This design comes from an exercise in tuning for small area on the open sky130 flow, not from production work.
The RTL was checked by simulation tests, not by an equivalence proof against the original design.
Power is estimated from default activity; no workload was simulated.

Design operand_fetch_top, start of the top module:
module operand_fetch_top (
  input  logic                clk,
  input  logic                reset,
  input  logic                inst_valid,
  input  opf_pkg::inst_t      inst,
  input  logic                gpr_we,
  input  opf_pkg::reg_index_t gpr_waddr,
  input  opf_pkg::word_t      gpr_wdata,
  input  logic                spr_we,
  input  opf_pkg::spr_num_t   spr_wnum,
  input  opf_pkg::word_t      spr_wdata,
  output logic                ops_valid,
  output logic                op_cin,
  output logic                op_so,
  output opf_pkg::word_t      op_a,
  output opf_pkg::word_t      op_b,
  output opf_pkg::word_t      op_c
);
Size: about 220 I/O pins, about 53000 um2 of cells after synthesis.
clock: 5.0 ns
lec_check: 0
cap_margin: 20
cell_pad_in_sites_detail_placement: 0
cell_pad_in_sites_global_placement: 0
core_margin: 2
core_utilization: 45
place_density: 0.55
slew_margin: 20
synth_hierarchical: 1
standard.sh (not shown) runs the stock make flow with config.mk's settings and CLKGATE_MAP_FILE= SYNTH_SCRIPT=/design/flow/synth_recipe.tcl, a recipe that flattens the netlist after the stock synthesis.
==> flow/flow/run.sh <==
#!/bin/bash
# The standard layout (the standard.sh: standard synthesis, floorplan, place, CTS, route),
# with two changes that only pick cells:
#  - the port buffers are buf_1 instead of the flow's default pick;
#  - CTS builds the tree from clkbuf_8 in sink clusters of at most 16 and adds no dummy
#    loads.
# The make output goes to standard.log here; ORFS writes each step's log under orfs/logs/.
set -euo pipefail
export BUFFER_PORTS_ARGS="-buffer_cell sky130_fd_sc_hd__buf_1"
export CTS_ARGS="-sink_clustering_enable -repair_clock_nets -dont_use_dummy_load -buf_list {sky130_fd_sc_hd__clkbuf_8} -sink_clustering_size 16 -sink_clustering_max_diameter 60"
bash standard.sh > standard.log 2>&1
==> next run, changes <==
--- a/flow/flow/run.sh
+++ b/flow/flow/run.sh
@@ -5 +5 @@
-#  - CTS builds the tree from clkbuf_8 in sink clusters of at most 16 and adds no dummy
+#  - CTS builds the tree from clkbuf_8/clkbuf_16 in sink clusters of at most 24 and adds no dummy
@@ -10 +10 @@
-export CTS_ARGS="-sink_clustering_enable -repair_clock_nets -dont_use_dummy_load -buf_list {sky130_fd_sc_hd__clkbuf_8} -sink_clustering_size 16 -sink_clustering_max_diameter 60"
+export CTS_ARGS="-sink_clustering_enable -repair_clock_nets -dont_use_dummy_load -buf_list {sky130_fd_sc_hd__clkbuf_8 sky130_fd_sc_hd__clkbuf_16} -sink_clustering_size 24 -sink_clustering_max_diameter 70"
Settings changed: CELL_PAD_IN_SITES_DETAIL_PLACEMENT 0 to 1, CELL_PAD_IN_SITES_GLOBAL_PLACEMENT 0 to 2.
Effect: Clock-buffer cell count fell by 25. Flip-flop and latch count is unchanged. Hold slack improves by 0.15 ns. Core utilization went up by 0.51 points. Cell area goes up by about 1%. Sequential share of layout area fell by 0.62 points. Synthesized cell count stays the same. Critical path depth went up by 2. Global-route usage grows by 0.21 points. Combinational power stays flat.
==> next run, changes <==
==> flow/flow/run.sh (replaced) <==
#!/bin/bash
# The standard layout (the standard.sh: standard synthesis, floorplan, place, CTS, route),
# with three changes that only pick or size cells:
#  - the port buffers are buf_1 instead of the flow's default pick;
#  - CTS builds the tree from clkbuf_8 in sink clusters of at most 16 and adds no dummy
#    loads;
#  - after global routing, repair_timing's power recovery (RECOVER_POWER) downsizes cells on
#    paths that keep positive slack.
# The make output goes to standard.log here; ORFS writes each step's log under orfs/logs/.
set -euo pipefail
export BUFFER_PORTS_ARGS="-buffer_cell sky130_fd_sc_hd__buf_1"
export CTS_ARGS="-sink_clustering_enable -repair_clock_nets -dont_use_dummy_load -buf_list {sky130_fd_sc_hd__clkbuf_8} -sink_clustering_size 16 -sink_clustering_max_diameter 60"
export RECOVER_POWER=100
bash standard.sh > standard.log 2>&1
After rerunning: This time the run reached the layout checks and failed them: max-capacitance violations, max-slew violations, negative setup slack; cell area drops by about 2%; combinational power drops by about 4%; worst hold slack is worse by 0.15 ns.
==> next run, changes <==
--- a/flow/flow/run.sh
+++ b/flow/flow/run.sh
@@ -3 +3 @@
-# with three changes that only pick or size cells:
+# with two changes that only pick cells:
@@ -6,3 +6 @@
-#    loads;
-#  - after global routing, repair_timing's power recovery (RECOVER_POWER) downsizes cells on
-#    paths that keep positive slack.
+#    loads.
@@ -13 +10,0 @@
-export RECOVER_POWER=100
Result: With this change the flow produced a clean layout; setup slack is better by 0.52 ns; hold slack stays flat; register-to-register slack gets better by 0.13 ns.
==> next run, changes <==
Settings changed: CORE_UTILIZATION 45 to 50, PLACE_DENSITY 0.55 to 0.6.
Effect: The new run passed the timing, DRC and antenna checks. Sequential power hardly moves. Synthesized cell count stays the same. Non-clock buffer count decreases by 3. Setup slack improved by 0.056 ns. Utilization increases by 5.4 points. Global-route usage went up by 4.2 points. Register-to-register slack improves by 0.06 ns. Cell count drops by 2.7%. Die area fell by 9.9%.

[port drivers added, routing unchanged]
The results above use ideal ports. As a check the final layouts listed here were re-extracted and re-timed, cells and wires unchanged. Step 1, drivers: a clkbuf_16 drives clk and a buf_2 each remaining input, both assumed. Step 2 also shifts input and output timing later by t, the mid clock arrival at the registers, as if the neighbouring blocks saw the same clock. Three values: ideal ports, drivers, drivers and shift; two values: the first two.
run | t, ns | slack for setup (ns) | worst slew at a driven data input, ns | max-slew violations
the first run | 0.909 | 0.486 / 0.486 / 0.486 | 0.15 | 0 / 0
the second run | 0.767 | 0.457 / 0.457 / 0.457 | 0.13 | 0 / 0
the third run | 0.924 | -0.094 / -0.085 / -1.010 | 0.15 | 1421 / 1422
the fourth run | 0.924 | 0.426 / 0.426 / 0.426 | 0.12 | 0 / 0
the fifth run | 0.921 | 0.482 / 0.482 / 0.482 | 0.18 | 0 / 0
With drivers on, slew violations rise in the third run. For the third run, which loses most, drivers alone change the setup slack by +0.009 ns; drivers and shift together by -0.916 ns.
